This is an optimization exercise on Yosys and OpenROAD, whose aim is small area, a short achievable clock period and few clock cycles per item, not a production implementation. Only simulation tests tie the RTL to the original design; equivalence was not proved. Power figures rest on the tool's default switching activity, not on a simulated workload.

--- flow/config.mk ---
export PLATFORM = sky130hd
export DESIGN_NAME = fsk_demod
export DESIGN_NICKNAME = fsk_demod
export VERILOG_FILES = /design/flow/design.v
export SDC_FILE = /design/flow/constraint.sdc
export NUM_CORES = 4
export LEC_CHECK = 0
export CAP_MARGIN = 20
export CORE_MARGIN = 2
export CORE_UTILIZATION = 50
export SETUP_SLACK_MARGIN = 3.5
export SLEW_MARGIN = 20
--- flow/constraint.sdc ---
create_clock -name core_clock -period 6.0 [get_ports {sys_clk}]
set_input_delay 1.2000 -clock core_clock [delete_from_list [all_inputs] [get_ports {sys_clk}]]
set_output_delay 1.2000 -clock core_clock [all_outputs]
set_load 0.01 [all_outputs]
--- flow/design.v ---
module tone_ref_lookup (
    input  logic [6:0]        q,
    output logic signed [8:0] dref
);
    always_comb begin
        case (q)
            7'd0: dref = 9'sd0;
            7'd1: dref = -9'sd3;
            7'd2: dref = -9'sd6;
            7'd3: dref = -9'sd10;
            7'd4: dref = -9'sd13;
            7'd5: dref = -9'sd15;
            7'd6: dref = -9'sd18;
            7'd7: dref = -9'sd21;
            7'd8: dref = -9'sd24;
            7'd9: dref = -9'sd26;
            7'd10: dref = -9'sd29;
            7'd11: dref = -9'sd31;
            7'd12: dref = -9'sd34;
            7'd13: dref = -9'sd36;
            7'd14: dref = -9'sd38;
            7'd15: dref = -9'sd39;
            7'd16: dref = -9'sd41;
            7'd17: dref = -9'sd43;
            7'd18: dref = -9'sd44;
            7'd19: dref = -9'sd45;
            7'd20: dref = -9'sd46;
            7'd21: dref = -9'sd46;
            7'd22: dref = -9'sd47;
            7'd23: dref = -9'sd47;
            7'd24: dref = -9'sd46;
            7'd25: dref = -9'sd47;
            7'd26: dref = -9'sd46;
            7'd27: dref = -9'sd45;
            7'd28: dref = -9'sd44;
            7'd29: dref = -9'sd43;
            7'd30: dref = -9'sd41;
            7'd31: dref = -9'sd39;
            7'd32: dref = -9'sd37;
            7'd33: dref = -9'sd35;
            7'd34: dref = -9'sd32;
            7'd35: dref = -9'sd30;
            7'd36: dref = -9'sd27;
            7'd37: dref = -9'sd23;
            7'd38: dref = -9'sd20;
            7'd39: dref = -9'sd16;
            7'd40: dref = -9'sd11;
            7'd41: dref = -9'sd8;
            7'd42: dref = -9'sd3;
            7'd43: dref = 9'sd2;
            7'd44: dref = 9'sd6;
            7'd45: dref = 9'sd11;
            7'd46: dref = 9'sd17;
            7'd47: dref = 9'sd22;
            7'd48: dref = 9'sd27;
            7'd49: dref = 9'sd33;
            7'd50: dref = 9'sd39;
            7'd51: dref = 9'sd45;
            7'd52: dref = 9'sd51;
            7'd53: dref = 9'sd57;
            7'd54: dref = 9'sd63;
            7'd55: dref = 9'sd70;
            7'd56: dref = 9'sd76;
            7'd57: dref = 9'sd82;
            7'd58: dref = 9'sd89;
            7'd59: dref = 9'sd95;
            7'd60: dref = 9'sd101;
            7'd61: dref = 9'sd108;
            7'd62: dref = 9'sd115;
            7'd63: dref = 9'sd121;
            7'd64: dref = 9'sd127;
            7'd65: dref = 9'sd133;
            7'd66: dref = 9'sd139;
            7'd67: dref = 9'sd146;
            7'd68: dref = 9'sd151;
            7'd69: dref = 9'sd157;
            7'd70: dref = 9'sd163;
            7'd71: dref = 9'sd168;
            7'd72: dref = 9'sd174;
            7'd73: dref = 9'sd178;
            7'd74: dref = 9'sd183;
            7'd75: dref = 9'sd187;
            7'd76: dref = 9'sd193;
            7'd77: dref = 9'sd197;
            7'd78: dref = 9'sd201;
            7'd79: dref = 9'sd203;
            7'd80: dref = 9'sd207;
            7'd81: dref = 9'sd210;
            7'd82: dref = 9'sd213;
            7'd83: dref = 9'sd215;
            7'd84: dref = 9'sd218;
            7'd85: dref = 9'sd220;
            7'd86: dref = 9'sd221;
            7'd87: dref = 9'sd222;
            7'd88: dref = 9'sd223;
            7'd89: dref = 9'sd224;
            7'd90: dref = 9'sd224;
            7'd91: dref = 9'sd223;
            7'd92: dref = 9'sd223;
            7'd93: dref = 9'sd222;
            7'd94: dref = 9'sd220;
            7'd95: dref = 9'sd219;
            7'd96: dref = 9'sd217;
            7'd97: dref = 9'sd215;
            7'd98: dref = 9'sd211;
            7'd99: dref = 9'sd209;
            7'd100: dref = 9'sd206;
            7'd101: dref = 9'sd201;
            7'd102: dref = 9'sd198;
            7'd103: dref = 9'sd193;
            7'd104: dref = 9'sd188;
            7'd105: dref = 9'sd183;
            7'd106: dref = 9'sd177;
            7'd107: dref = 9'sd172;
            7'd108: dref = 9'sd166;
            7'd109: dref = 9'sd159;
            7'd110: dref = 9'sd152;
            7'd111: dref = 9'sd145;
            7'd112: dref = 9'sd139;
            7'd113: dref = 9'sd131;
            7'd114: dref = 9'sd124;
            7'd115: dref = 9'sd116;
            7'd116: dref = 9'sd108;
            7'd117: dref = 9'sd99;
            7'd118: dref = 9'sd91;
            7'd119: dref = 9'sd82;
            7'd120: dref = 9'sd74;
            7'd121: dref = 9'sd65;
            7'd122: dref = 9'sd56;
            7'd123: dref = 9'sd47;
            7'd124: dref = 9'sd37;
            7'd125: dref = 9'sd28;
            7'd126: dref = 9'sd18;
            7'd127: dref = 9'sd9;
            default: dref = 9'sd0;
        endcase
    end
endmodule
module fsk_mac (
    input  logic [3:0]  neg,
    input  logic [3:0]  one,
    input  logic [3:0]  two,
    input  logic [8:0]  d,
    input  logic [23:0] sm,
    input  logic [23:0] cm,
    output logic [23:0] nx0,
    output logic [23:0] nx1
);
    logic pp1, pp2, pp3, pp4, pp5, pp6, pp7, pp8, pp9, pp10, pp11, pp12, pp13, pp14, pp15, pp16;
    logic pp17, pp18, pp19, pp20, pp21, pp22, pp23, pp24, pp25, pp26, pp27, pp28, pp29, pp30, pp31, pp32;
    logic pp33, pp34, pp35, pp36, pp37, pp38, pp39, pp40, pp41, hs42, hc43, hs44, hc45, hs46, hc47, hs48;
    logic hc49, hs50, hc51, hs52, hc53, hs54, hc55, hs56, hc57, fs58, fc59, hs60, hc61, fs62, fc63, hs64;
    logic hc65, fs66, fc67, fs68, fc69, fs70, fc71, fs72, fc73, fs74, fc75, fs76, fc77, fs78, fc79, fs80;
    logic fc81, fs82, fc83, fs84, fc85, fs86, fc87, fs88, fc89, fs90, fc91, fs92, fc93, fs94, fc95, hs96;
    logic hc97, hs98, hc99, hs100, hc101, fs102, fc103, fs104, fc105, fs106, fc107, fs108, fc109, fs110, fc111, fs112;
    logic fc113, fs114, fc115, fs116, fc117, fs118, fc119, fs120, fc121, fs122, fc123, fs124, fc125, fs126, fc127, fs128;
    logic fc129, hs130, hc131, hs132, hc133, hs134, hc135, hs136, hc137, hs138, hc139, hs140, hc141, hs142, hc143, hs144;
    logic hc145, hs146, hc147, fs148, fc149, fs150, fc151, fs152, fc153, fs154, fc155, fs156, fc157, fs158, fc159, fs160;
    logic fc161, fs162, fc163, fs164, fc165, fs166, fc167, fs168, fc169, fs170, fc171, fs172, fc173, fs174, fc175, fs176;
    logic fc177, fs178, fc179, fs180, fc181, fs182, fc183, fs184, fc185, fs186, fc187, fs188, fc189, fs190, fc191, fs192;
    logic fc193;
    assign pp1 = (one[0] & d[0]) ^ neg[0];
    assign pp2 = ((one[0] & d[1]) | (two[0] & d[0])) ^ neg[0];
    assign pp3 = ((one[0] & d[2]) | (two[0] & d[1])) ^ neg[0];
    assign pp4 = ((one[0] & d[3]) | (two[0] & d[2])) ^ neg[0];
    assign pp5 = ((one[0] & d[4]) | (two[0] & d[3])) ^ neg[0];
    assign pp6 = ((one[0] & d[5]) | (two[0] & d[4])) ^ neg[0];
    assign pp7 = ((one[0] & d[6]) | (two[0] & d[5])) ^ neg[0];
    assign pp8 = ((one[0] & d[7]) | (two[0] & d[6])) ^ neg[0];
    assign pp9 = ((one[0] & d[8]) | (two[0] & d[7])) ^ neg[0];
    assign pp10 = ((one[0] & d[8]) | (two[0] & d[8])) ^ neg[0];
    assign pp11 = ~pp10;
    assign pp12 = (one[1] & d[0]) ^ neg[1];
    assign pp13 = ((one[1] & d[1]) | (two[1] & d[0])) ^ neg[1];
    assign pp14 = ((one[1] & d[2]) | (two[1] & d[1])) ^ neg[1];
    assign pp15 = ((one[1] & d[3]) | (two[1] & d[2])) ^ neg[1];
    assign pp16 = ((one[1] & d[4]) | (two[1] & d[3])) ^ neg[1];
    assign pp17 = ((one[1] & d[5]) | (two[1] & d[4])) ^ neg[1];
    assign pp18 = ((one[1] & d[6]) | (two[1] & d[5])) ^ neg[1];
    assign pp19 = ((one[1] & d[7]) | (two[1] & d[6])) ^ neg[1];
    assign pp20 = ((one[1] & d[8]) | (two[1] & d[7])) ^ neg[1];
    assign pp21 = ~(((one[1] & d[8]) | (two[1] & d[8])) ^ neg[1]);
    assign pp22 = (one[2] & d[0]) ^ neg[2];
    assign pp23 = ((one[2] & d[1]) | (two[2] & d[0])) ^ neg[2];
    assign pp24 = ((one[2] & d[2]) | (two[2] & d[1])) ^ neg[2];
    assign pp25 = ((one[2] & d[3]) | (two[2] & d[2])) ^ neg[2];
    assign pp26 = ((one[2] & d[4]) | (two[2] & d[3])) ^ neg[2];
    assign pp27 = ((one[2] & d[5]) | (two[2] & d[4])) ^ neg[2];
    assign pp28 = ((one[2] & d[6]) | (two[2] & d[5])) ^ neg[2];
    assign pp29 = ((one[2] & d[7]) | (two[2] & d[6])) ^ neg[2];
    assign pp30 = ((one[2] & d[8]) | (two[2] & d[7])) ^ neg[2];
    assign pp31 = ~(((one[2] & d[8]) | (two[2] & d[8])) ^ neg[2]);
    assign pp32 = (one[3] & d[0]) ^ neg[3];
    assign pp33 = ((one[3] & d[1]) | (two[3] & d[0])) ^ neg[3];
    assign pp34 = ((one[3] & d[2]) | (two[3] & d[1])) ^ neg[3];
    assign pp35 = ((one[3] & d[3]) | (two[3] & d[2])) ^ neg[3];
    assign pp36 = ((one[3] & d[4]) | (two[3] & d[3])) ^ neg[3];
    assign pp37 = ((one[3] & d[5]) | (two[3] & d[4])) ^ neg[3];
    assign pp38 = ((one[3] & d[6]) | (two[3] & d[5])) ^ neg[3];
    assign pp39 = ((one[3] & d[7]) | (two[3] & d[6])) ^ neg[3];
    assign pp40 = ((one[3] & d[8]) | (two[3] & d[7])) ^ neg[3];
    assign pp41 = ~(((one[3] & d[8]) | (two[3] & d[8])) ^ neg[3]);
    assign hs42 = cm[6] ^ neg[3];
    assign hc43 = cm[6] & neg[3];
    assign hs44 = cm[7] ^ sm[7];
    assign hc45 = cm[7] & sm[7];
    assign hs46 = cm[8] ^ sm[8];
    assign hc47 = cm[8] & sm[8];
    assign hs48 = cm[9] ^ sm[9];
    assign hc49 = cm[9] & sm[9];
    assign hs50 = cm[10] ^ sm[10];
    assign hc51 = cm[10] & sm[10];
    assign hs52 = cm[11] ^ sm[11];
    assign hc53 = cm[11] & sm[11];
    assign hs54 = cm[2] ^ neg[1];
    assign hc55 = cm[2] & neg[1];
    assign hs56 = cm[3] ^ sm[3];
    assign hc57 = cm[3] & sm[3];
    assign fs58 = cm[4] ^ neg[2] ^ sm[4];
    assign fc59 = (cm[4] & neg[2]) | (cm[4] & sm[4]) | (neg[2] & sm[4]);
    assign hs60 = pp5 ^ pp14;
    assign hc61 = pp5 & pp14;
    assign fs62 = cm[5] ^ sm[5] ^ pp6;
    assign fc63 = (cm[5] & sm[5]) | (cm[5] & pp6) | (sm[5] & pp6);
    assign hs64 = pp15 ^ pp23;
    assign hc65 = pp15 & pp23;
    assign fs66 = hs42 ^ sm[6] ^ pp7;
    assign fc67 = (hs42 & sm[6]) | (hs42 & pp7) | (sm[6] & pp7);
    assign fs68 = pp16 ^ pp24 ^ pp32;
    assign fc69 = (pp16 & pp24) | (pp16 & pp32) | (pp24 & pp32);
    assign fs70 = hc43 ^ pp8 ^ pp17;
    assign fc71 = (hc43 & pp8) | (hc43 & pp17) | (pp8 & pp17);
    assign fs72 = pp25 ^ pp33 ^ hs44;
    assign fc73 = (pp25 & pp33) | (pp25 & hs44) | (pp33 & hs44);
    assign fs74 = pp9 ^ pp18 ^ pp26;
    assign fc75 = (pp9 & pp18) | (pp9 & pp26) | (pp18 & pp26);
    assign fs76 = pp34 ^ hs46 ^ hc45;
    assign fc77 = (pp34 & hs46) | (pp34 & hc45) | (hs46 & hc45);
    assign fs78 = pp10 ^ pp19 ^ pp27;
    assign fc79 = (pp10 & pp19) | (pp10 & pp27) | (pp19 & pp27);
    assign fs80 = pp35 ^ hs48 ^ hc47;
    assign fc81 = (pp35 & hs48) | (pp35 & hc47) | (hs48 & hc47);
    assign fs82 = pp10 ^ pp20 ^ pp28;
    assign fc83 = (pp10 & pp20) | (pp10 & pp28) | (pp20 & pp28);
    assign fs84 = pp36 ^ hs50 ^ hc49;
    assign fc85 = (pp36 & hs50) | (pp36 & hc49) | (hs50 & hc49);
    assign fs86 = pp21 ^ pp29 ^ pp37;
    assign fc87 = (pp21 & pp29) | (pp21 & pp37) | (pp29 & pp37);
    assign fs88 = pp11 ^ hs52 ^ hc51;
    assign fc89 = (pp11 & hs52) | (pp11 & hc51) | (hs52 & hc51);
    assign fs90 = cm[12] ^ 1'b1 ^ sm[12];
    assign fc91 = (cm[12] & 1'b1) | (cm[12] & sm[12]) | (1'b1 & sm[12]);
    assign fs92 = pp30 ^ pp38 ^ hc53;
    assign fc93 = (pp30 & pp38) | (pp30 & hc53) | (pp38 & hc53);
    assign fs94 = cm[13] ^ sm[13] ^ pp31;
    assign fc95 = (cm[13] & sm[13]) | (cm[13] & pp31) | (sm[13] & pp31);
    assign hs96 = cm[14] ^ 1'b1;
    assign hc97 = cm[14] & 1'b1;
    assign hs98 = cm[0] ^ neg[0];
    assign hc99 = cm[0] & neg[0];
    assign hs100 = cm[1] ^ sm[1];
    assign hc101 = cm[1] & sm[1];
    assign fs102 = hs54 ^ sm[2] ^ pp3;
    assign fc103 = (hs54 & sm[2]) | (hs54 & pp3) | (sm[2] & pp3);
    assign fs104 = hc55 ^ pp4 ^ pp13;
    assign fc105 = (hc55 & pp4) | (hc55 & pp13) | (pp4 & pp13);
    assign fs106 = pp22 ^ hc57 ^ fs58;
    assign fc107 = (pp22 & hc57) | (pp22 & fs58) | (hc57 & fs58);
    assign fs108 = fc59 ^ hs64 ^ hc61;
    assign fc109 = (fc59 & hs64) | (fc59 & hc61) | (hs64 & hc61);
    assign fs110 = hc65 ^ fc63 ^ fs66;
    assign fc111 = (hc65 & fc63) | (hc65 & fs66) | (fc63 & fs66);
    assign fs112 = fc67 ^ fc69 ^ fs70;
    assign fc113 = (fc67 & fc69) | (fc67 & fs70) | (fc69 & fs70);
    assign fs114 = fc71 ^ fs74 ^ fc73;
    assign fc115 = (fc71 & fs74) | (fc71 & fc73) | (fs74 & fc73);
    assign fs116 = fc75 ^ fs78 ^ fc77;
    assign fc117 = (fc75 & fs78) | (fc75 & fc77) | (fs78 & fc77);
    assign fs118 = fc79 ^ fs82 ^ fc81;
    assign fc119 = (fc79 & fs82) | (fc79 & fc81) | (fs82 & fc81);
    assign fs120 = fc83 ^ fs86 ^ fc85;
    assign fc121 = (fc83 & fs86) | (fc83 & fc85) | (fs86 & fc85);
    assign fs122 = fs90 ^ fc87 ^ fc89;
    assign fc123 = (fs90 & fc87) | (fs90 & fc89) | (fc87 & fc89);
    assign fs124 = pp39 ^ fc91 ^ fs94;
    assign fc125 = (pp39 & fc91) | (pp39 & fs94) | (fc91 & fs94);
    assign fs126 = hs96 ^ sm[14] ^ pp40;
    assign fc127 = (hs96 & sm[14]) | (hs96 & pp40) | (sm[14] & pp40);
    assign fs128 = cm[15] ^ sm[15] ^ hc97;
    assign fc129 = (cm[15] & sm[15]) | (cm[15] & hc97) | (sm[15] & hc97);
    assign hs130 = cm[16] ^ 1'b1;
    assign hc131 = cm[16] & 1'b1;
    assign hs132 = cm[17] ^ 1'b1;
    assign hc133 = cm[17] & 1'b1;
    assign hs134 = cm[18] ^ 1'b1;
    assign hc135 = cm[18] & 1'b1;
    assign hs136 = cm[19] ^ 1'b1;
    assign hc137 = cm[19] & 1'b1;
    assign hs138 = cm[20] ^ 1'b1;
    assign hc139 = cm[20] & 1'b1;
    assign hs140 = cm[21] ^ 1'b1;
    assign hc141 = cm[21] & 1'b1;
    assign hs142 = cm[22] ^ 1'b1;
    assign hc143 = cm[22] & 1'b1;
    assign hs144 = cm[23] ^ 1'b1;
    assign hc145 = cm[23] & 1'b1;
    assign hs146 = hs98 ^ sm[0];
    assign hc147 = hs98 & sm[0];
    assign fs148 = hc99 ^ pp2 ^ hs100;
    assign fc149 = (hc99 & pp2) | (hc99 & hs100) | (pp2 & hs100);
    assign fs150 = pp12 ^ hc101 ^ fs102;
    assign fc151 = (pp12 & hc101) | (pp12 & fs102) | (hc101 & fs102);
    assign fs152 = hs56 ^ fc103 ^ fs104;
    assign fc153 = (hs56 & fc103) | (hs56 & fs104) | (fc103 & fs104);
    assign fs154 = hs60 ^ fc105 ^ fs106;
    assign fc155 = (hs60 & fc105) | (hs60 & fs106) | (fc105 & fs106);
    assign fs156 = fs62 ^ fc107 ^ fs108;
    assign fc157 = (fs62 & fc107) | (fs62 & fs108) | (fc107 & fs108);
    assign fs158 = fs68 ^ fc109 ^ fs110;
    assign fc159 = (fs68 & fc109) | (fs68 & fs110) | (fc109 & fs110);
    assign fs160 = fs72 ^ fc111 ^ fs112;
    assign fc161 = (fs72 & fc111) | (fs72 & fs112) | (fc111 & fs112);
    assign fs162 = fs76 ^ fc113 ^ fs114;
    assign fc163 = (fs76 & fc113) | (fs76 & fs114) | (fc113 & fs114);
    assign fs164 = fs80 ^ fc115 ^ fs116;
    assign fc165 = (fs80 & fc115) | (fs80 & fs116) | (fc115 & fs116);
    assign fs166 = fs84 ^ fc117 ^ fs118;
    assign fc167 = (fs84 & fc117) | (fs84 & fs118) | (fc117 & fs118);
    assign fs168 = fs88 ^ fc119 ^ fs120;
    assign fc169 = (fs88 & fc119) | (fs88 & fs120) | (fc119 & fs120);
    assign fs170 = fs92 ^ fc121 ^ fs122;
    assign fc171 = (fs92 & fc121) | (fs92 & fs122) | (fc121 & fs122);
    assign fs172 = fc93 ^ fs124 ^ fc123;
    assign fc173 = (fc93 & fs124) | (fc93 & fc123) | (fs124 & fc123);
    assign fs174 = fc95 ^ fs126 ^ fc125;
    assign fc175 = (fc95 & fs126) | (fc95 & fc125) | (fs126 & fc125);
    assign fs176 = pp41 ^ fs128 ^ fc127;
    assign fc177 = (pp41 & fs128) | (pp41 & fc127) | (fs128 & fc127);
    assign fs178 = hs130 ^ sm[16] ^ fc129;
    assign fc179 = (hs130 & sm[16]) | (hs130 & fc129) | (sm[16] & fc129);
    assign fs180 = hs132 ^ sm[17] ^ hc131;
    assign fc181 = (hs132 & sm[17]) | (hs132 & hc131) | (sm[17] & hc131);
    assign fs182 = hs134 ^ sm[18] ^ hc133;
    assign fc183 = (hs134 & sm[18]) | (hs134 & hc133) | (sm[18] & hc133);
    assign fs184 = hs136 ^ sm[19] ^ hc135;
    assign fc185 = (hs136 & sm[19]) | (hs136 & hc135) | (sm[19] & hc135);
    assign fs186 = hs138 ^ sm[20] ^ hc137;
    assign fc187 = (hs138 & sm[20]) | (hs138 & hc137) | (sm[20] & hc137);
    assign fs188 = hs140 ^ sm[21] ^ hc139;
    assign fc189 = (hs140 & sm[21]) | (hs140 & hc139) | (sm[21] & hc139);
    assign fs190 = hs142 ^ sm[22] ^ hc141;
    assign fc191 = (hs142 & sm[22]) | (hs142 & hc141) | (sm[22] & hc141);
    assign fs192 = hs144 ^ sm[23] ^ hc143;
    assign fc193 = (hs144 & sm[23]) | (hs144 & hc143) | (sm[23] & hc143);
    assign nx0[0] = hs146;
    assign nx0[1] = fs148;
    assign nx0[2] = fs150;
    assign nx0[3] = fs152;
    assign nx0[4] = fs154;
    assign nx0[5] = fs156;
    assign nx0[6] = fs158;
    assign nx0[7] = fs160;
    assign nx0[8] = fs162;
    assign nx0[9] = fs164;
    assign nx0[10] = fs166;
    assign nx0[11] = fs168;
    assign nx0[12] = fs170;
    assign nx0[13] = fs172;
    assign nx0[14] = fs174;
    assign nx0[15] = fs176;
    assign nx0[16] = fs178;
    assign nx0[17] = fs180;
    assign nx0[18] = fs182;
    assign nx0[19] = fs184;
    assign nx0[20] = fs186;
    assign nx0[21] = fs188;
    assign nx0[22] = fs190;
    assign nx0[23] = fs192;
    assign nx1[0] = pp1;
    assign nx1[1] = hc147;
    assign nx1[2] = fc149;
    assign nx1[3] = fc151;
    assign nx1[4] = fc153;
    assign nx1[5] = fc155;
    assign nx1[6] = fc157;
    assign nx1[7] = fc159;
    assign nx1[8] = fc161;
    assign nx1[9] = fc163;
    assign nx1[10] = fc165;
    assign nx1[11] = fc167;
    assign nx1[12] = fc169;
    assign nx1[13] = fc171;
    assign nx1[14] = fc173;
    assign nx1[15] = fc175;
    assign nx1[16] = fc177;
    assign nx1[17] = fc179;
    assign nx1[18] = fc181;
    assign nx1[19] = fc183;
    assign nx1[20] = fc185;
    assign nx1[21] = fc187;
    assign nx1[22] = fc189;
    assign nx1[23] = fc191;
endmodule
module symbol_decider (
    input  logic        sys_clk,
    input  logic        rst_n,
    input  logic        push,
    input  logic        push_bit,
    output logic [1:0]  qv,
    output logic        pop,
    output logic        symbol,
    output logic        symbol_valid,
    input  logic        symbol_ready
);
    logic [1:0] qd;
    logic [1:0] nv;
    logic [1:0] nd;
    assign pop          = qv[0] && symbol_ready;
    assign symbol       = qd[0];
    assign symbol_valid = qv[0];
    always_comb begin
        nv = pop ? {1'b0, qv[1]} : qv;
        nd = pop ? {qd[1], qd[1]} : qd;
        if (push) begin
            if (!nv[0]) nd[0] = push_bit;
            else        nd[1] = push_bit;
            nv = {nv[0], 1'b1};
        end
    end
    always_ff @(posedge sys_clk or negedge rst_n) begin
        if (!rst_n) qv <= '0;
        else        qv <= nv;
    end
    always_ff @(posedge sys_clk) begin
        qd <= nd;
    end
endmodule
module fsk_demod (
    input  logic         sys_clk,
    input  logic         rst_n,
    input  logic [15:0]  sample_in,       
    input  logic         sample_valid,
    output logic         sample_ready,
    output logic         symbol,          
    output logic         symbol_valid,
    input  logic         symbol_ready
);
    localparam int W = 24;
    logic       rdy;
    logic       take;
    logic [7:0] phase;
    logic [7:0] q1;           
    logic       p7;           
    logic [7:0] s1;
    logic       l1;
    assign sample_ready = rdy;
    assign take         = sample_valid && rdy;
    assign phase = sample_in[15:8];
    always_ff @(posedge sys_clk) begin
        q1 <= phase[7] ? 8'd0 - phase : phase;
        p7 <= phase[7];
        s1 <= sample_in[7:0] & {8{take}};
    end
    logic       newlast;      
    assign newlast = take && (phase == 8'hFF);
    always_ff @(posedge sys_clk or negedge rst_n) begin
        if (!rst_n) l1 <= 1'b0;
        else        l1 <= newlast;
    end
    logic signed [8:0] dhalf;
    logic [8:0]        se;
    logic [3:0]        neg_n, one_n, two_n;
    logic [3:0]        neg2, one2, two2;
    logic [8:0]        d2;
    logic              l2;
    tone_ref_lookup u_lookup (.q(q1[6:0]), .dref(dhalf));
    always_comb begin
        se = {s1, 1'b0};
        for (int i = 0; i < 4; i++) begin
            neg_n[i] = se[2*i+2];
            one_n[i] = se[2*i+1] ^ se[2*i];
            two_n[i] = (se[2*i+2] & ~se[2*i+1] & ~se[2*i]) | (~se[2*i+2] & se[2*i+1] & se[2*i]);
        end
    end
    always_ff @(posedge sys_clk) begin
        d2   <= q1[7] ? 9'd0 : dhalf;       
        neg2 <= neg_n ^ {4{p7}};
        one2 <= one_n;
        two2 <= two_n;
    end
    logic [W-1:0] acc_s, acc_c;
    logic [W-1:0] nx_s, nx_c;
    logic         run;        
    logic         l3;         
    logic         flush;      
    fsk_mac u_mac (
        .neg (neg2),
        .one (one2),
        .two (two2),
        .d   (d2),
        .sm  (run ? acc_s : ~acc_c),    
        .cm  (acc_c),
        .nx0 (nx_s),
        .nx1 (nx_c)
    );
    always_ff @(posedge sys_clk) begin
        acc_s <= nx_s;
        acc_c <= nx_c;
    end
    always_ff @(posedge sys_clk or negedge rst_n) begin
        if (!rst_n) begin
            l2      <= 1'b0;
            l3      <= 1'b0;
            flush   <= 1'b1;
            run     <= 1'b0;
        end else begin
            l2      <= l1;
            l3      <= l2;
            flush   <= 1'b0;
            run     <= !(l2 || flush);
        end
    end
    logic [W-1:0] gen_b, prop_b;    
    logic         cg0, cg1, cp1, cg2, cp2, x23;
    logic         dg0, dg1, dp1, dg2, dp2, dx23;
    logic         dec;
    logic         l4;
    assign gen_b  = acc_s & acc_c;
    assign prop_b = acc_s | acc_c;
    always_comb begin
        cg0 = 1'b0;
        for (int i = 0; i < 8; i++)   cg0 = gen_b[i] | (prop_b[i] & cg0);
        cg1 = 1'b0;
        for (int i = 8; i < 16; i++)  cg1 = gen_b[i] | (prop_b[i] & cg1);
        cg2 = 1'b0;
        for (int i = 16; i < 23; i++) cg2 = gen_b[i] | (prop_b[i] & cg2);
        cp1 = &prop_b[15:8];
        cp2 = &prop_b[22:16];
        x23 = acc_s[23] ^ acc_c[23];
    end
    always_ff @(posedge sys_clk) begin
        dg0  <= cg0;
        dg1  <= cg1;
        dp1  <= cp1;
        dg2  <= cg2;
        dp2  <= cp2;
        dx23 <= x23;
    end
    assign dec = !(dx23 ^ (dg2 | (dp2 & (dg1 | (dp1 & dg0)))));
    always_ff @(posedge sys_clk or negedge rst_n) begin
        if (!rst_n) l4 <= 1'b0;
        else        l4 <= l3;
    end
    logic [1:0] qv;
    logic       pop;
    symbol_decider u_queue (
        .sys_clk      (sys_clk),
        .rst_n        (rst_n),
        .push         (l4),
        .push_bit     (dec),
        .qv           (qv),
        .pop          (pop),
        .symbol       (symbol),
        .symbol_valid (symbol_valid),
        .symbol_ready (symbol_ready)
    );
    logic [5:0] ends;
    logic       at_most_one;
    assign ends = {newlast, l1, l2, l3, l4, pop ? qv[1] : qv[0]};
    always_comb begin
        at_most_one = 1'b1;
        for (int i = 0; i < 6; i++)
            for (int j = i + 1; j < 6; j++)
                if (ends[i] && ends[j]) at_most_one = 1'b0;
    end
    always_ff @(posedge sys_clk or negedge rst_n) begin
        if (!rst_n) rdy <= 1'b0;
        else        rdy <= (pop || !qv[1]) && at_most_one;
    end
endmodule
--- flow/flow/run.sh ---
#!/bin/bash
# Own flow: the standard layout, with two changes.
#  1. Synthesis: the standard script, except that synth's "fine" step skips its quick abc
#     (so extract_fa sees the RTL's adders unscrambled) and the final abc uses an area
#     mapping script (flow/abc.script). The result is used only when it holds
#     exactly the standard synthesis's registers (names and cell types); otherwise the
#     standard synthesis is kept.
#  2. Port buffers are plain buffers (BUFFER_PORTS_ARGS) instead of the delay cells the
#     resizer picks by default.
# Every tool's output goes to a log file of its own in this folder.
set -u
W=$PWD
F=$W/flow
R=$W/orfs/results/$FLOW_PLATFORM/fsk_demod/base
PORTS='BUFFER_PORTS_ARGS=-buffer_cell sky130_fd_sc_hd__buf_4'

bash standard.sh synth > $W/log_standard_synth.txt 2>&1 || { echo "standard synth failed"; exit 1; }
cp $R/1_2_yosys.v $W/standard_1_2_yosys.v

# modified copy of ORFS's synth.tcl and of the standard flow's synthesis script
mkdir -p $W/mysynth
sed -e 's|^\(\s*synth -top $::env(DESIGN_NAME) -run fine: {\*}$synth_full_args\)|\1 -noabc|' \
    -e "s|^source \$::env(SCRIPTS_DIR)/synth_preamble.tcl|&\nset abc_args [lreplace \$abc_args 1 1 $F/abc.script]|" \
    $FLOW_HOME/scripts/synth.tcl > $W/mysynth/synth.tcl
sed "s|source \$::env(SCRIPTS_DIR)/synth.tcl|source $W/mysynth/synth.tcl|" $W/synth_recipe.tcl > $W/mysynth/synth_recipe.tcl

if make -C $FLOW_HOME DESIGN_CONFIG=$W/config.mk WORK_HOME=$W/mysynth/orfs CLKGATE_MAP_FILE= \
     SYNTH_SCRIPT=$W/mysynth/synth_recipe.tcl synth > $W/log_my_synth.txt 2>&1; then
  M=$W/mysynth/orfs/results/$FLOW_PLATFORM/fsk_demod/base/1_2_yosys.v
  if python3 $F/regcmp.py $W/standard_1_2_yosys.v $M > $W/log_regcmp.txt 2>&1; then
    cp $M $R/1_2_yosys.v
    rm -f $R/1_synth.odb $R/1_synth.sdc
    echo "using the modified synthesis"
  else
    echo "registers differ: keeping the standard synthesis"
  fi
else
  echo "modified synthesis failed: keeping the standard synthesis"
fi

bash standard.sh "$PORTS" finish > $W/log_standard_finish.txt 2>&1 || { echo "layout failed"; exit 1; }
test -f $W/out/final.def
--- flow/flow/abc.script ---
strash
dch -f
map -a
topo
stime -c
buffer -c
upsize -c
dnsize -c
--- flow/flow/regcmp.py ---
# regcmp.py STD.v NEW.v: exit 0 when both netlists hold the same registers
# (same instance names, same cell types, drive strength aside).
import re, sys

def regs(path):
    txt = open(path).read()
    out = {}
    for typ, name in re.findall(r'^\s*(sky130_fd_sc_hd__\w+)\s+(\S+)\s*\(', txt, re.M):
        base = typ.replace('sky130_fd_sc_hd__', '')
        if re.match(r'(e?df|dl|sdf|sedf)', base):
            out[name] = re.sub(r'_\d+$', '', base)
    return out

a, b = regs(sys.argv[1]), regs(sys.argv[2])
if a != b or not a:
    print("register mismatch:", len(a), len(b))
    for k in sorted(set(a) | set(b)):
        if a.get(k) != b.get(k):
            print("  ", k, a.get(k), b.get(k))
    sys.exit(1)
print("registers match:", len(a))
--- flow/standard.sh ---
#!/bin/bash
# synth_recipe.tcl (not shown) runs the flow's synth.tcl, then flattens the netlist and writes it again
# the make line also repeats each setting of config.mk as NAME=value (left out here)
make -C /OpenROAD-flow-scripts/flow DESIGN_CONFIG=/design/flow/config.mk WORK_HOME=/design/flow/orfs CLKGATE_MAP_FILE= SYNTH_SCRIPT=/design/flow/synth_recipe.tcl "${@:-finish}"
==> metrics.md, run 1 <==
| Metric | Value |
|---|---|
| Synth warn | 3 |
| Max_slew headroom | 0.502 |
| # port buffers | 22 |
| Commonest non-fill, non-tap cells in the layout | 84 x dfxtp_1, 82 x inv_1, 60 x nand2_1 |
| PwrDens | 487 mW/mm^2 |
| First-iteration detailed-routing DRC count | 287 |
| Busiest layer in global routing | met2 |
| GRT Util Overall | 0.220 |
| Status | timing/DRC/antenna clean |
| IO Count | 23 |
| Hold crit path type | reg -> reg |
| Crit share post-route | 0.416 |
| Die H | 116 um |
| Largest net degree at the start of global routing | 29 |
| Vias in the first global route | 4,718 |
| Post-route clock skew | 0.00536 ns |
| Leak Pwr | roughly 3.0 nW |
| Setup-violating endpoint count in the final report | 0 |
| Most Frequent Cell on Critical Path | fa_1 |
| Syn avg cell area | 8.98 um^2 |
| Layout fillers | about 1,100 |
| Clock-pin slew on the worst setup and hold paths | around 0.070 ns |
| H-tree depth | 3 |
| Seq. cell area | 0.00214 mm^2 |
| Multi-input gate area | 0.00366 mm^2 |
| CP required | 6.23 ns |
| Initial core utilization | 0.515 |
| Crit-path cells | nand2_1 > o21ai_0 > ha_1 > fa_2 > fa_1 > fa_1 |
| Finished Cell Area | 0.00687 mm^2 |
| Critical Path Slowest Stage Cell | dfrtp_4 |
| Setup crit start kind | flip-flop |
| CORE AREA | around 0.012 mm^2 |
| Tmin final | 2.49 ns |
| Die width | 116 um |
| Max stage delay on crit path | 0.57 ns |
| Final hold violation count | 0 |
| Met2 Use GR | 0.350 |
| DRC viols | 0 |
| # rows | 40 |
| Ratio of cells with drive above 1 in the final layout | 0.149 |
| Worst VDD drop | 0.000156 V |
| TritonRoute pass-1 iters | 5 |
| R2R depth | 6 |
| Drt wl/cell | 15.6 um |
| RSZ-0062 raised after global routing | yes |
| Met3 Usage GRT | 0.0471 |
| First-pass GRT wire length | roughly 23,000 um |
| Cell family with most CP delay | adder cells |
| CTS root buf | clkbuf_16 |
| Met1 Track Usage GR | 0.304 |
| Dpl hpwl | 10,500 um |
| CTS buffer count | 9 |
| Initial antenna violation count | 0 |
| CP endpoint kind | flip-flop |
| Synth-to-Final Area Change | 10.2% |
| Slew Limit Fails | 0 |
| ANT nets after route | 0 |
| Max FO, Critical Path | 17 |
| Via/cell ratio | 5.44 |
| Worst Hold Margin | 0.353 ns |
| GPL Wtd Cong | 0.935 |
| Cells after Synth | 694 |
| Total wire length | between 10,000 and 15,000 um |
| GR Overflow Total | 0 |
| Skew-Pair Late Insertion Delay | 0.35 ns |
| Worst-margin pin slew | 0.746 ns |
| Cells on Worst Hold Path | 0 |
| N_diodes | 0 |
| Die area | around 0.013 mm^2 |
| Highest clock rate | ~0.4 GHz |
| R2r setup slk | 3.51 ns |
| Nets@finish | 795 |
| Number of cells on the critical path | 6 |
| CTS tree | done |
| Worst EP arrival | 2.72 ns |
| Critical Setup Path Class | reg -> reg |
| Post-place instance area | 0.00649 mm^2 |
| Post-Synthesis Cell Area | between 0.006 and 0.007 mm^2 |
| Buf/Inv on CP | 0 |
| Clock tree buffer depth | 2 |
| Max-Cap Viols | 0 |
| Num Clock Sinks | 103 |
| Commonest non-fill, non-tap cell in the layout | dfxtp_1 |
| Setup TNS | 0 ns |
| Via count | 4,787 |
| Post-Syn Nets | 782 |
==> stage by stage <==
stage | cells | utilization | setup slack [ns] | power [mW]
after global routing | 880 | 0.567 | 3.43 | 3.73
after global placement | 861 | 0.536 | 3.12 | 2.73
after CTS | 878 | 0.563 | 3.47 | 3.38
after detailed placement | 861 | 0.536 | 3.09 | 2.81
after floorplan | 694 | - | 3.50 | 2.39
final | 880 | 0.567 | 3.51 | 3.34
==> power breakdown <==
group	total (mW)	internal, mW	switching, mW	leakage [nW]
combinational	1.60	0.718	0.881	1.94
clock	0.550	0.288	0.262	0.134
sequential	1.19	0.968	0.226	0.906
==> layer usage <==
layer,wire length [um],vias to the layer above
met5,0,-
met4,225,0
met3,777,16
met2,6430,172
met1,6340,2257
li1,-,2342
==> final timing paths <==
kind | start | end
worst max register to register | run | acc_s[11]
worst max-delay path | run | acc_s[11]
min in group asynchronous | rst_n | u_queue.qv[0]
worst min register to register | s1[0] | one2[0]
max in group asynchronous | rst_n | flush
worst min-delay path | s1[0] | one2[0]
==> what timing repair did <==
item | in CTS | in global routing
gates resized for setup | 20 | 16
setup endpoints to repair | 29 | 21
setup buffers | 1 | 2
pin swaps | 1 | 3
hold buffers | 0 | 0
gates cloned | 0 | 0
==> flip-flops by register name, summed over array words and instances, names as in the netlist, 2 cells and up <==
name,cells
neg2,4
d2,9
u_queue.qd,2
s1,8
q1,8
acc_c,24
u_queue.qv,2
two2,4
one2,4
acc_s,24
==> final cells by class <==
type	count	share of cell area
inverters	101	0.0568
flip-flops and latches	103	0.311
repair buffers	26	0.0284
well taps	168	0.0306
clock buffers	10	0.0333
clock inverters	6	0.00747
multi-input cells	466	0.532
==> worst reg2reg max path: cells and delay by family, from the launching register on <==
kind	cells	cell delay, ns
flops	1	0.57
compound gates	1	0.08
simple gates	1	0.09
fa+ha+maj	4	1.63
Testbench counts, summed over its fixed seeds: cycles 65,576, items 65,536.
==> inputs of run 2 (changes only) <==
--- a/flow/config.mk
+++ b/flow/config.mk
@@ -7,6 +7,6 @@
 export LEC_CHECK = 0
 export CAP_MARGIN = 20
 export CORE_MARGIN = 2
-export CORE_UTILIZATION = 50
+export CORE_UTILIZATION = 60
 export SETUP_SLACK_MARGIN = 3.5
 export SLEW_MARGIN = 20
==> run 2 against run 1 <==
Design area is 0.11% lower. Largest cell class unchanged. Maximum frequency down 2.3%. Critical path type unchanged. Synthesized area stayed put. Synthesized cell count is the same. Global-route usage grew 3.7 points. Highest routed layer unchanged. Count of clock-buffer cells in the layout decreased by 1.
==> metrics.md, run 2 <==
| Metric | Value |
|---|---|
| Critical register-to-register path startpoint | neg2[1] (was run) |
| Nets@finish | 799 (was 795) |
| Hold crit path type | reg -> reg (unchanged) |
| Vias in the first global route | 4,909 (was 4,718) |
| Buf/Inv on CP | 1 (was 0) |
| # port buffers | 22 (unchanged) |
| Synth warn | 3 (unchanged) |
| Top flop regs | acc_c x24, acc_s x24, d2 x9 (unchanged) |
| Final hold violation count | 0 (unchanged) |
| Crit share post-route | 0.426 (was 0.416) |
| RSZ-0062 raised after global routing | yes (unchanged) |
| Setup-violating endpoint count in the final report | 0 (unchanged) |
| Hold Path Sink | one2[0] (unchanged) |
| Post-Synthesis Cell Area | 0.00623 mm^2 (unchanged) |
| Crit-path cells | xnor2_1 > fa_1 > inv_1 > fa_1 > fa_1 (was nand2_1 > o21ai_0 > ha_1 > fa_2 > fa_1 > fa_1) |
| Setup crit start kind | flip-flop (unchanged) |
| Final design utilization | 0.674 (was 0.567) |
| Post-route clock skew | 0.0155 ns (was 0.00536 ns) |
| Largest net degree at the start of global routing | 29 (unchanged) |
| CTS root buf | clkbuf_8 (was clkbuf_16) |
| GRT Util Overall | 0.257 (was 0.220) |
| Placed cells | 830 (was 861) |
| Cells after Synth | 694 (unchanged) |
| Tmin final | 2.55 ns (was 2.49 ns) |
| Cell family with most CP delay | adder cells (unchanged) |
| Ratio of cells with drive above 1 in the final layout | 0.166 (was 0.149) |
| Clock tree buffer depth | 2 (unchanged) |
| Critical Path Slowest Stage Cell | dfxtp_2 (was dfrtp_4) |
| Critical Setup Path Class | reg -> reg (unchanged) |
| Worst R2R End | acc_s[11] (unchanged) |
| Total wire length | 14,000 um (was 13,800 um) |
| Max_slew headroom | 0.516 (was 0.502) |
| Num Clock Sinks | 103 (unchanged) |
| Worst Hold Margin | 0.352 ns (was 0.353 ns) |
| IO Count | 23 (unchanged) |
| Clock-pin slew on the worst setup and hold paths | 0.11 ns (was 0.07 ns) |
| HP Start | s1[0] (unchanged) |
| Final std cells w/o fill | 852 (was 880) |
| R2r setup slk | 3.45 ns (was 3.51 ns) |
| Most Frequent Cell on Critical Path | fa_1 (unchanged) |
| Commonest non-fill, non-tap cells in the layout | 82 x inv_1, 82 x dfxtp_1, 60 x nand2_1 (was 84 x dfxtp_1, 82 x inv_1, 60 x nand2_1) |
| Setup TNS | 0 ns (unchanged) |
| DRC viols | 0 (unchanged) |
| CORE AREA | 0.0102 mm^2 (was 0.0121 mm^2) |
| Design Power | 3.30 mW (was 3.34 mW) |
| GR Overflow Total | 0 (unchanged) |
| Status | timing/DRC/antenna clean (unchanged) |
| CP required | 6.32 ns (was 6.23 ns) |
| GPL Wtd Cong | 0.952 (was 0.935) |
| Initial antenna violation count | 0 (unchanged) |
| Synth-to-Final Area Change | 10.1% (was 10.2%) |
| Cells on Worst Hold Path | 0 (unchanged) |
| First-iteration detailed-routing DRC count | 305 (was 287) |
| Skew-Pair Late Insertion Delay | 0.37 ns (was 0.35 ns) |
| Worst EP arrival | 2.87 ns (was 2.72 ns) |
| Die width | 106 um (was 116 um) |
| Drt wl/cell | 16.5 um (was 15.6 um) |
| Die area | 0.0112 mm^2 (was 0.0134 mm^2) |
| H-tree depth | 3 (unchanged) |
| R2R depth | 5 (was 6) |
| Syn avg cell area | 8.98 um^2 (unchanged) |
| N_diodes | 0 (unchanged) |
| Worst VDD drop | 0.000220 V (was 0.000156 V) |
| Leak Pwr | 2.99 nW (was 2.98 nW) |
| # rows | 37 (was 40) |
| Die H | 106 um (was 116 um) |
| CTS tree | done (unchanged) |
| Max-Cap Viols | 0 (unchanged) |
| Via count | 4,940 (was 4,787) |
| Initial core utilization | 0.612 (was 0.515) |
| Via/cell ratio | 5.80 (was 5.44) |
| Worst-margin pin slew | 0.725 ns (was 0.746 ns) |
| Dpl hpwl | 10,300 um (was 10,500 um) |
| CTS buffer count | 9 (unchanged) |
| CP endpoint kind | flip-flop (unchanged) |
| Max stage delay on crit path | 0.61 ns (was 0.57 ns) |
| Max FO, Critical Path | 11 (was 17) |
| PwrDens | 480 mW/mm^2 (was 487 mW/mm^2) |
| Highest clock rate | 0.391 GHz (was 0.401 GHz) |
| First-pass GRT wire length | 22,900 um (was 23,100 um) |
| Post-Syn Nets | 782 (unchanged) |
| ANT nets after route | 0 (unchanged) |
| Slew Limit Fails | 0 (unchanged) |
| TritonRoute pass-1 iters | 5 (unchanged) |
run 2: worst register-to-register path: stages, from the launching register on:
cell     delay [ns]
dfxtp_2        0.61
xnor2_1        0.20
fa_1           0.59
inv_1          0.07
fa_1           0.51
fa_1           0.53
run 2: through the flow:
step	instance area [um^2]	setup slack, ns
after floorplan	6280	3.50
after global placement	6460	3.35
after detailed placement	6460	3.32
after CTS	6740	3.50
after global routing	6860	3.39
final	6860	3.45
run 2: cell type report:
cell class	count	area [um^2]
multi-input cells	466	3710
clock buffers	9	124
inverters	101	390
flip-flops and latches	103	2140
well taps	136	170
fillers	801	3320
repair buffers	30	263
clock inverters	7	67.6
run 2: metal layers:
metal / track usage / vias to the layer above / routed length [um]
li1: - / 2351 / -
met1: 0.335 / 2342 / 6150
met2: 0.426 / 208 / 6700
met3: 0.0484 / 39 / 862
met4: 0.0987 / 0 / 318
met5: 0 / - / 0
run 2: worst max path at each step:
stage,start,endpoint,cells past startpoint
5_1_grt,neg2[1],acc_s[11],5
3_5_place_dp,neg2[2],acc_s[13],6
4_1_cts,two2[0],acc_s[6],6
3_3_place_gp,neg2[2],acc_s[13],6
6_report,neg2[1],acc_s[11],5
2_1_floorplan,run,acc_s[11],8
run 2: report_power, final:
group | leakage (nW) | internal (mW) | total, mW | switching (mW)
Sequential | 0.908 | 0.966 | 1.19 | 0.221
Clock | 0.0924 | 0.161 | 0.423 | 0.262
Combinational | 1.99 | 0.752 | 1.68 | 0.933
run 2: timing repair:
item / in CTS / in global routing
endpoints found under the setup margin: 24 / 17
hold buffers: 0 / 0
cloned: 1 / 0
setup buffers: 1 / 4
resized for setup: 20 / 32
pin swaps: 2 / 10
==> inputs of run 3 (changes only) <==
--- a/flow/flow/run.sh
+++ b/flow/flow/run.sh
@@ -12,7 +12,7 @@
 W=$PWD
 F=$W/flow
 R=$W/orfs/results/$FLOW_PLATFORM/fsk_demod/base
-PORTS='BUFFER_PORTS_ARGS=-buffer_cell sky130_fd_sc_hd__buf_4'
+PORTS='BUFFER_PORTS_ARGS=-buffer_cell sky130_fd_sc_hd__buf_2'
 
 bash standard.sh synth > $W/log_standard_synth.txt 2>&1 || { echo "standard synth failed"; exit 1; }
 cp $R/1_2_yosys.v $W/standard_1_2_yosys.v
--- a/flow/config.mk
+++ b/flow/config.mk
@@ -7,6 +7,6 @@
 export LEC_CHECK = 0
 export CAP_MARGIN = 20
 export CORE_MARGIN = 2
-export CORE_UTILIZATION = 60
+export CORE_UTILIZATION = 50
 export SETUP_SLACK_MARGIN = 3.5
 export SLEW_MARGIN = 20
==> run 3 against run 2 <==
Global-route usage decreased by 4.2 points. Synthesized area unchanged. Non-clock buffer count decreased by 5.
==> metrics.md, run 3 <==
| Metric | Value |
|---|---|
| Status | timing/DRC/antenna clean (unchanged) |
| Final hold violation count | 0 (unchanged) |
| Design Power | 3.38 mW (was 3.30 mW) |
| Synth warn | 3 (unchanged) |
| Setup TNS | 0 ns (unchanged) |
| # rows | 40 (was 37) |
| Total wire length | 13,600 um (was 14,000 um) |
| CTS buffer count | 9 (unchanged) |
| Drt wl/cell | 15.4 um (was 16.5 um) |
| GRT Util Overall | 0.215 (was 0.257) |
| Die area | 0.0134 mm^2 (was 0.0112 mm^2) |
| Multi-input gate area | 0.00365 mm^2 (was 0.00371 mm^2) |
| Uppermost routed layer | met4 (unchanged) |
| Syn avg cell area | 8.98 um^2 (unchanged) |
| IO Count | 23 (unchanged) |
| Nets@finish | 794 (was 799) |
| M1 WL | 6260 um (was 6150 um) |
| Seq. cell area | 0.00213 mm^2 (was 0.00214 mm^2) |
| Routed wl met2 | 6480 um (was 6700 um) |
| Ratio of cells with drive above 1 in the final layout | 0.143 (was 0.166) |
| # port buffers | 22 (unchanged) |
| Initial core utilization | 0.515 (was 0.612) |
| Synth-to-Final Area Change | 9.61% (was 10.1%) |
| GPL Wtd Cong | 0.949 (was 0.952) |
| H-tree depth | 3 (unchanged) |
| CTS root buf | clkbuf_16 (was clkbuf_8) |
| GR Overflow Total | 0 (unchanged) |
| Top flop regs | acc_c x24, acc_s x24, d2 x9 (unchanged) |
| Critical Setup Path Class | reg -> reg (unchanged) |
| Slew Limit Fails | 0 (unchanged) |
| Clock tree buffer depth | 2 (unchanged) |
| Clock-pin slew on the worst setup and hold paths | 0.07 ns (was 0.11 ns) |
| Commonest non-fill, non-tap cells in the layout | 84 x dfxtp_1, 83 x inv_1, 60 x nand2_1 (was 82 x inv_1, 82 x dfxtp_1, 60 x nand2_1) |
| Met3 wire len | 662 um (was 862 um) |
| PwrDens | 495 mW/mm^2 (was 480 mW/mm^2) |
| Worst-margin pin slew | 0.739 ns (was 0.725 ns) |
| Initial antenna violation count | 0 (unchanged) |
| Final std cells w/o fill | 879 (was 852) |
| Worst EP arrival | 2.70 ns (was 2.87 ns) |
| Via count | 4,833 (was 4,940) |
| Setup-violating endpoint count in the final report | 0 (unchanged) |
| RSZ-0062 raised after global routing | yes (unchanged) |
| Hold crit path type | reg -> reg (unchanged) |
| CP required | 6.22 ns (was 6.32 ns) |
| ANT nets after route | 0 (unchanged) |
| N_diodes | 0 (unchanged) |
| Max_slew headroom | 0.507 (was 0.516) |
| TritonRoute pass-1 iters | 5 (unchanged) |
| CTS tree | done (unchanged) |
| Combinational share of power | 0.484 (was 0.511) |
| Max FO, Critical Path | 24 (was 11) |
| Sw power | 1.39 mW (was 1.42 mW) |
| Max-Cap Viols | 0 (unchanged) |
| Commonest non-fill, non-tap cell in the layout | dfxtp_1 |
| Layout fillers | 1,142 (was 801) |
| Setup crit start kind | flip-flop (unchanged) |
| Via/cell ratio | 5.50 (was 5.80) |
| Skew-Pair Late Insertion Delay | 0.35 ns (was 0.37 ns) |
| CORE AREA | 0.0121 mm^2 (was 0.0102 mm^2) |
| Internal power | 1.99 mW (was 1.88 mW) |
| Leak Pwr | 2.98 nW (was 2.99 nW) |
| Post-route clock skew | 0.00616 ns (was 0.0155 ns) |
| Dpl hpwl | 10,300 um (about the same) |
| Register share of total power | 0.353 (was 0.360) |
| Cells after Synth | 694 (unchanged) |
| Post-Synthesis Cell Area | 0.00623 mm^2 (unchanged) |
| Highest clock rate | 0.404 GHz (was 0.391 GHz) |
| Largest net degree at the start of global routing | 29 (unchanged) |
| Crit share post-route | 0.413 (was 0.426) |
| Num Clock Sinks | 103 (unchanged) |
| Tmin final | 2.48 ns (was 2.55 ns) |
| Vias in the first global route | 4,772 (was 4,909) |
| Die H | 116 um (was 106 um) |
| Sw frac | 0.412 (was 0.430) |
| Placed cells | 861 (was 830) |
| Power share of the clock group | 0.163 (was 0.128) |
| Worst VDD drop | 0.000189 V (was 0.000220 V) |
| First-iteration detailed-routing DRC count | 276 (was 305) |
| CP endpoint kind | flip-flop (unchanged) |
| Post-Syn Nets | 782 (unchanged) |
| Die width | 116 um (was 106 um) |
| First-pass GRT wire length | 22,700 um (was 22,900 um) |
| DRC viols | 0 (unchanged) |
-- run 3: power by group through the flow --
stage	Clock [mW]	Sequential [mW]	Combinational, mW
after floorplan	0	1.12	1.27
after global placement	0	1.20	1.55
after detailed placement	0	1.20	1.64
after CTS	0.570	1.19	1.66
after global routing	0.607	1.23	1.94
final	0.551	1.19	1.64
-- run 3: final cells by class --
cell class                 count  share of cell area
clock buffer                   9              0.0330
clock inverter                 7             0.00806
inverter                     101              0.0571
multi-input combinational    466               0.534
sequential                   103               0.312
tap                          168              0.0308
timing repair buffer          25              0.0249
-- run 3: worst paths after layout --
kind | start | to | slack [ns] | cells past startpoint
max | run | acc_s[8] | 3.52 | 7
min | s1[0] | one2[0] | 0.36 | 0
max reg2reg | run | acc_s[8] | 3.52 | 7
min reg2reg | s1[0] | one2[0] | 0.36 | 0
max in group asynchronous | rst_n | flush | 5.07 | 1
min in group asynchronous | rst_n | u_queue.qv[0] | 0.68 | 1
-- run 3: critical path, stage by stage (launching register included) --
cell	delay, ns
dfrtp_1	0.41
buf_12	0.17
nand2_1	0.06
o21ai_1	0.06
ha_1	0.29
fa_2	0.35
fa_2	0.58
fa_1	0.41
-- run 3: metal layers --
| metal | vias to the layer above | track usage |
|---|---|---|
| li1 | 2345 | - |
| met1 | 2320 | 0.287 |
| met2 | 153 | 0.352 |
| met3 | 15 | 0.0481 |
| met4 | 0 | 0.0619 |
| met5 | - | 0 |
-- run 3: repair_timing --
item | in CTS | in global routing
resized for setup | 16 | 20
hold buffers | 0 | 0
gates cloned | 1 | 0
setup endpoints to repair | 27 | 19
setup buffers | 1 | 0
pin swaps | 3 | 13
-- run 3: per-stage QoR --
| step | util | hold WS [ns] | area [um^2] | setup slack, ns |
|---|---|---|---|---|
| final | 0.564 | 0.357 | 6830 | 3.52 |
| after global routing | 0.564 | 0.372 | 6830 | 3.39 |
| after CTS | 0.561 | 0.359 | 6790 | 3.49 |
| after detailed placement | 0.532 | 0.356 | 6440 | 3.32 |
| after global placement | 0.532 | 0.342 | 6440 | 3.32 |
| after floorplan | - | 0.331 | 6280 | 3.50 |

[afterwards: timing with drivers on the ports]
The results above use ideal ports. As a check the final layouts listed here were re-extracted and re-timed, cells and wires unchanged. Step 1 sets driving cells, clkbuf_16 on the clock port and buf_2 on the other inputs (assumed; they add their load-dependent delay and slew). Step 2 also shifts input and output timing later by t, the mid clock arrival at the registers, as if the neighbouring blocks saw the same clock. a / b / c = ideal / step 1 / step 2; a / b = the first two.
run | t (ns) | slack for setup (ns) | cell pins on the clock port's net
run 1 | 0.386 | 3.505 / 3.505 / 3.505 | 1
run 2 | 0.397 | 3.445 / 3.445 / 3.445 | 1
run 3 | 0.385 | 3.525 / 3.525 / 3.525 | 1
After both steps setup and hold are still met in every run listed.
